Background: an optimization exercise with open tools, aiming at small area and a short achievable clock period. Do not read the settings as production practice.
Function was checked by simulation only, so behaviour that the tests miss may differ from the original.
Power is estimated from default activity; no workload was simulated.

==> flow/design.v <==
package wavegen_pkg;
    typedef enum logic [2:0] {
        NOP    = 3'd0,   
        LINE   = 3'd1,   
        INCR   = 3'd2,
        DECR   = 3'd3,
        JUMP   = 3'd4,   
        X_RECT = 3'd5,   
        Y_RECT = 3'd6    
    } opcode_e;
    typedef struct packed {
        opcode_e                op;
        logic [8-1:0] a;
        logic [8-1:0] b;
    } instr_t;
    typedef enum logic [2:0] {
        FETCH,
        P0,
        P1,
        P2,
        P3
    } phase_e;
    typedef enum logic [1:0] {
        HOLD,
        UP,
        DOWN
    } step_e;
endpackage
module program_regs
(
    input  logic                    clk,
    input  logic                    reset,
    input  logic                    wb_cyc,
    input  logic                    wb_stb,
    input  logic                    wb_we,
    input  logic [5-1:0] wb_adr,
    input  logic [32-1:0] wb_dat_w,
    output logic [32-1:0] wb_dat_r,
    output logic                    wb_ack,
    output logic                    run,
    output logic [18:0]             x_instr,
    input  logic [8-1:0] x_sel,
    output logic [18:0]             y_instr,
    input  logic [8-1:0] y_sel
);
    localparam int INSTR_W = 3 + 2 * 8;   
    localparam int DEPTH   = 8;
    logic [INSTR_W-1:0] x_mem [0:DEPTH-1];
    logic [INSTR_W-1:0] y_mem [0:DEPTH-1];
    logic               accept;
    logic               wr;
    logic               ctrl_hit;
    logic [DEPTH-1:0]   idx_hit;     
    logic [DEPTH-1:0]   x_hit, y_hit;
    logic [INSTR_W-1:0] wdata;
    logic [INSTR_W-1:0] rd_data;
    assign accept   = wb_cyc && wb_stb && !wb_ack;
    assign wr       = accept && wb_we;
    assign ctrl_hit = (wb_adr == 5'd0);
    always_comb begin
        for (int i = 0; i < DEPTH; i++) begin
            idx_hit[i] = (wb_adr[3-1:0] == i);
            x_hit[i]   = idx_hit[i] && wb_adr[4] && !wb_adr[3];
            y_hit[i]   = idx_hit[i] && wb_adr[4] &&  wb_adr[3];
        end
    end
    assign wdata = reset ? '0 : wb_dat_w[INSTR_W-1:0];
    always_ff @(posedge clk) begin
        for (int i = 0; i < DEPTH; i++) begin
            if (reset || (wr && x_hit[i])) begin
                x_mem[i] <= wdata;
            end
            if (reset || (wr && y_hit[i])) begin
                y_mem[i] <= wdata;
            end
        end
    end
    always_ff @(posedge clk) begin
        if (reset) begin
            run <= 1'b0;
        end else if (wr && ctrl_hit) begin
            run <= wb_dat_w[0];
        end
    end
    always_ff @(posedge clk) begin
        if (reset) begin
            wb_ack <= 1'b0;
        end else begin
            wb_ack <= accept;
        end
    end
    always_comb begin
        rd_data = '0;
        for (int i = 0; i < DEPTH; i++) begin
            rd_data = rd_data | ({INSTR_W{x_hit[i]}} & x_mem[i])
                              | ({INSTR_W{y_hit[i]}} & y_mem[i]);
        end
        rd_data[0] = rd_data[0] | (ctrl_hit & run);
    end
    always_ff @(posedge clk) begin
        wb_dat_r[INSTR_W-1:0] <= rd_data;
    end
    assign wb_dat_r[32-1:INSTR_W] = '0;
    always_comb begin
        x_instr = '0;
        y_instr = '0;
        for (int i = 0; i < DEPTH; i++) begin
            x_instr = x_instr | ({INSTR_W{x_sel[i]}} & x_mem[i]);
            y_instr = y_instr | ({INSTR_W{y_sel[i]}} & y_mem[i]);
        end
    end
endmodule
module wave_sequencer
(
    input  logic                   clk,
    input  logic                   reset,
    input  logic                   run,
    input  logic [18:0]            instr,        
    output logic [8-1:0] fetch_sel,  
    output logic [8-1:0] level
);
    logic                   fetch;
    logic [8-1:0] sel;
    logic                   ramp;
    logic                   up, dn;
    logic                   isrect, isy;
    logic [1:0]             ph;
    logic [7:0]             cnt;
    logic [7:0]             ra, rb;
    logic [2:0] op;
    logic [7:0] ia, ib;
    assign op = instr[18:16];
    assign ia = instr[15:8];
    assign ib = instr[7:0];
    assign fetch_sel = sel;
    logic [7:0] lvl_inc, lvl_dec;
    assign lvl_inc = level + 8'd1;
    assign lvl_dec = level - 8'd1;
    logic f;
    assign f = fetch || (ramp && level == rb);
    logic       n_fetch;
    logic       n_ramp;
    logic       n_up, n_dn;
    logic [1:0] n_ph;
    logic [7:0] n_cnt;
    logic [7:0] n_level;
    logic       ia_z, ia_le1, ib_z;
    assign ia_z    = (ia == 8'd0);
    assign ia_le1  = (ia[7:1] == 7'd0);
    assign ib_z    = (ib == 8'd0);
    logic       last;
    logic [7:0] len;
    logic [7:0] cnt_inc;
    logic [1:0] nph;
    logic [7:0] nlen;
    logic       nlen_z;
    assign len     = ph[0] ? rb : ra;
    assign cnt_inc = cnt + 8'd1;
    assign last    = (cnt_inc == len) || (len == 8'd0);
    assign nph     = ph + 2'd1;
    assign nlen   = nph[0] ? rb : ra;
    assign nlen_z = (nlen == 8'd0);
    always_comb begin
        n_fetch = 1'b0;
        n_ramp  = 1'b0;
        n_up    = up;
        n_dn    = dn;
        n_ph    = ph;
        n_cnt   = cnt_inc;
        n_level = level;
        if (f) begin
            n_up  = 1'b0;
            n_dn  = 1'b0;
            n_ph  = 2'd0;
            n_cnt = {7'd0, !ia_le1};
            case (op)
                3'd4: begin                          
                    n_level = ia;
                    n_fetch = 1'b1;
                end
                3'd1: begin                          
                    n_level = ia;
                    n_ramp  = 1'b1;
                end
                3'd2: begin                          
                    if (!ia_z) n_level = lvl_inc;
                    n_fetch = ia_le1;
                    n_up    = 1'b1;
                end
                3'd3: begin                          
                    if (!ia_z) n_level = lvl_dec;
                    n_fetch = ia_le1;
                    n_dn    = 1'b1;
                end
                3'd5: begin                          
                    if (!ia_z) n_level = lvl_inc;
                    if (ia_le1) begin
                        n_ph  = 2'd1;                
                    end else begin
                        n_up  = 1'b1;
                    end
                end
                3'd6: begin                          
                    if (ia_le1) begin
                        n_ph  = 2'd1;                
                        n_up  = !ib_z;
                    end
                end
                default: n_fetch = 1'b1;             
            endcase
        end else if (ramp) begin
            n_ramp  = 1'b1;
            n_level = (rb > level) ? lvl_inc : lvl_dec;
        end else begin
            if (up) n_level = lvl_inc;
            if (dn) n_level = lvl_dec;
            if (last) begin
                if (!isrect || ph == 2'd3) begin
                    n_fetch = 1'b1;
                end else begin
                    n_ph  = nph;
                    n_cnt = '0;
                    n_up  = !nlen_z && isy && (nph == 2'd1);
                    n_dn  = !nlen_z && (isy ? (nph == 2'd3) : (nph == 2'd2));
                end
            end
        end
    end
    always_ff @(posedge clk) begin
        if (reset || !run) begin
            fetch <= 1'b1;
            sel   <= {{(8-1){1'b0}}, 1'b1};
            level <= '0;
        end else begin
            fetch <= n_fetch;
            level <= n_level;
            if (f) sel <= {sel[8-2:0], sel[8-1]};
        end
    end
    always_ff @(posedge clk) begin
        ramp <= n_ramp;
        up   <= n_up;
        dn   <= n_dn;
        ph   <= n_ph;
        cnt  <= n_cnt;
        if (f) begin
            ra     <= ia;
            rb     <= ib;
            isrect <= (op == 3'd5) || (op == 3'd6);
            isy    <= (op == 3'd6);
        end
    end
endmodule
module wavegen_top (
    input  logic                    clk,
    input  logic                    reset,
    input  logic                    wb_cyc,
    input  logic                    wb_stb,
    input  logic                    wb_we,
    input  logic [5-1:0] wb_adr,
    input  logic [32-1:0] wb_dat_w,
    output logic [32-1:0] wb_dat_r,
    output logic                    wb_ack,
    output logic [8-1:0]  dac_x,
    output logic [8-1:0]  dac_y
);
    logic                      run;
    logic [18:0]               x_instr, y_instr;
    logic [8-1:0] x_sel, y_sel;
    program_regs prog_regs (
        .clk         (clk),
        .reset       (reset),
        .wb_cyc      (wb_cyc),
        .wb_stb      (wb_stb),
        .wb_we       (wb_we),
        .wb_adr      (wb_adr),
        .wb_dat_w    (wb_dat_w),
        .wb_dat_r    (wb_dat_r),
        .wb_ack      (wb_ack),
        .run         (run),
        .x_instr     (x_instr),
        .x_sel       (x_sel),
        .y_instr     (y_instr),
        .y_sel       (y_sel)
    );
    wave_sequencer x_seq (
        .clk       (clk),
        .reset     (reset),
        .run       (run),
        .instr     (x_instr),
        .fetch_sel (x_sel),
        .level     (dac_x)
    );
    wave_sequencer y_seq (
        .clk       (clk),
        .reset     (reset),
        .run       (run),
        .instr     (y_instr),
        .fetch_sel (y_sel),
        .level     (dac_y)
    );
endmodule
Settings: LEC_CHECK=0, CAP_MARGIN=20, CORE_MARGIN=2, CORE_UTILIZATION=50, CTS_CLUSTER_DIAMETER=250, CTS_CLUSTER_SIZE=25, SETUP_SLACK_MARGIN=4.6, SLEW_MARGIN=20, TNS_END_PERCENT=0; clock period 7.0 ns.
standard.sh (not shown) runs the stock make flow with config.mk's settings and CLKGATE_MAP_FILE= SYNTH_SCRIPT=/design/flow/synth_recipe.tcl, a recipe that flattens the netlist after the stock synthesis.
==> flow/flow/run.sh <==
#!/bin/bash
# The standard layout (standard.sh), with the port buffers that ORFS's
# buffer_ports inserts made plain sky130_fd_sc_hd__buf_4 cells instead of the
# buffer it picks by default (a delay cell). Every port still gets its buffer.
set -euo pipefail
export BUFFER_PORTS_ARGS="-buffer_cell sky130_fd_sc_hd__buf_4"
bash standard.sh synth > synth.log 2>&1
bash standard.sh > layout.log 2>&1
The first run finished clean.
Edit:
CORE_UTILIZATION = 55   (was 50)
Fmax is higher by about 2.3%.
Final area is higher by 2.3%.
Sequential power stays flat.
Synthesized area does not change.
Edit:
==> flow/run.sh (new file) <==
#!/bin/bash
# synth_recipe.tcl (not shown) runs the flow's synth.tcl, then flattens the netlist and writes it again
# the make line also repeats each setting of config.mk as NAME=value (left out here)
make -C /OpenROAD-flow-scripts/flow DESIGN_CONFIG=/design/flow/config.mk WORK_HOME=/design/flow/orfs CLKGATE_MAP_FILE= SYNTH_SCRIPT=/design/flow/synth_recipe.tcl finish
SETUP_SLACK_MARGIN = 4.4   (was 4.6)
removed: flow/flow/run.sh
removed: flow/standard.sh
=> Critical path depth came out higher by 1. Non-clock buffer count came out lower by 29. Via count came out lower slightly. Hold slack is about the same. Final area came out lower by a few percent. Combinational power came out lower by a few percent. Sequential cell count does not change. Worst setup slack got worse by 0.28 ns. Utilization came out lower by 1.4 points.

## static timing again, ports no longer ideal
The results above use ideal ports. As a check the final layouts listed here were re-extracted and re-timed, cells and wires unchanged. Step 1: set_driving_cell puts a clkbuf_16 on clk and a buf_2 on each other input, an assumption about the parent block. Step 2 moves the port delays by t, midway between the first and last clock arrival at a register: inputs arrive t later, outputs are due t later. That takes back most of the time a late clock gives input paths. Three values: no drivers, after step 1, after step 2; two values: the first two.
run | t (ns) | setup slack, ns | clock arrival spread, ns
the first run | 0.602 | 4.366 / 4.334 / 3.793 | 0.025 / 0.026
the second run | 0.609 | 4.424 / 4.428 / 3.836 | 0.022 / 0.023
the third run | 0.603 | 4.142 / 4.105 / 3.571 | 0.030 / 0.030
After both steps every run listed still meets setup and hold. The setup slack of the second run, which loses most, moves by +0.004 ns with the drivers and by -0.588 ns with both steps.
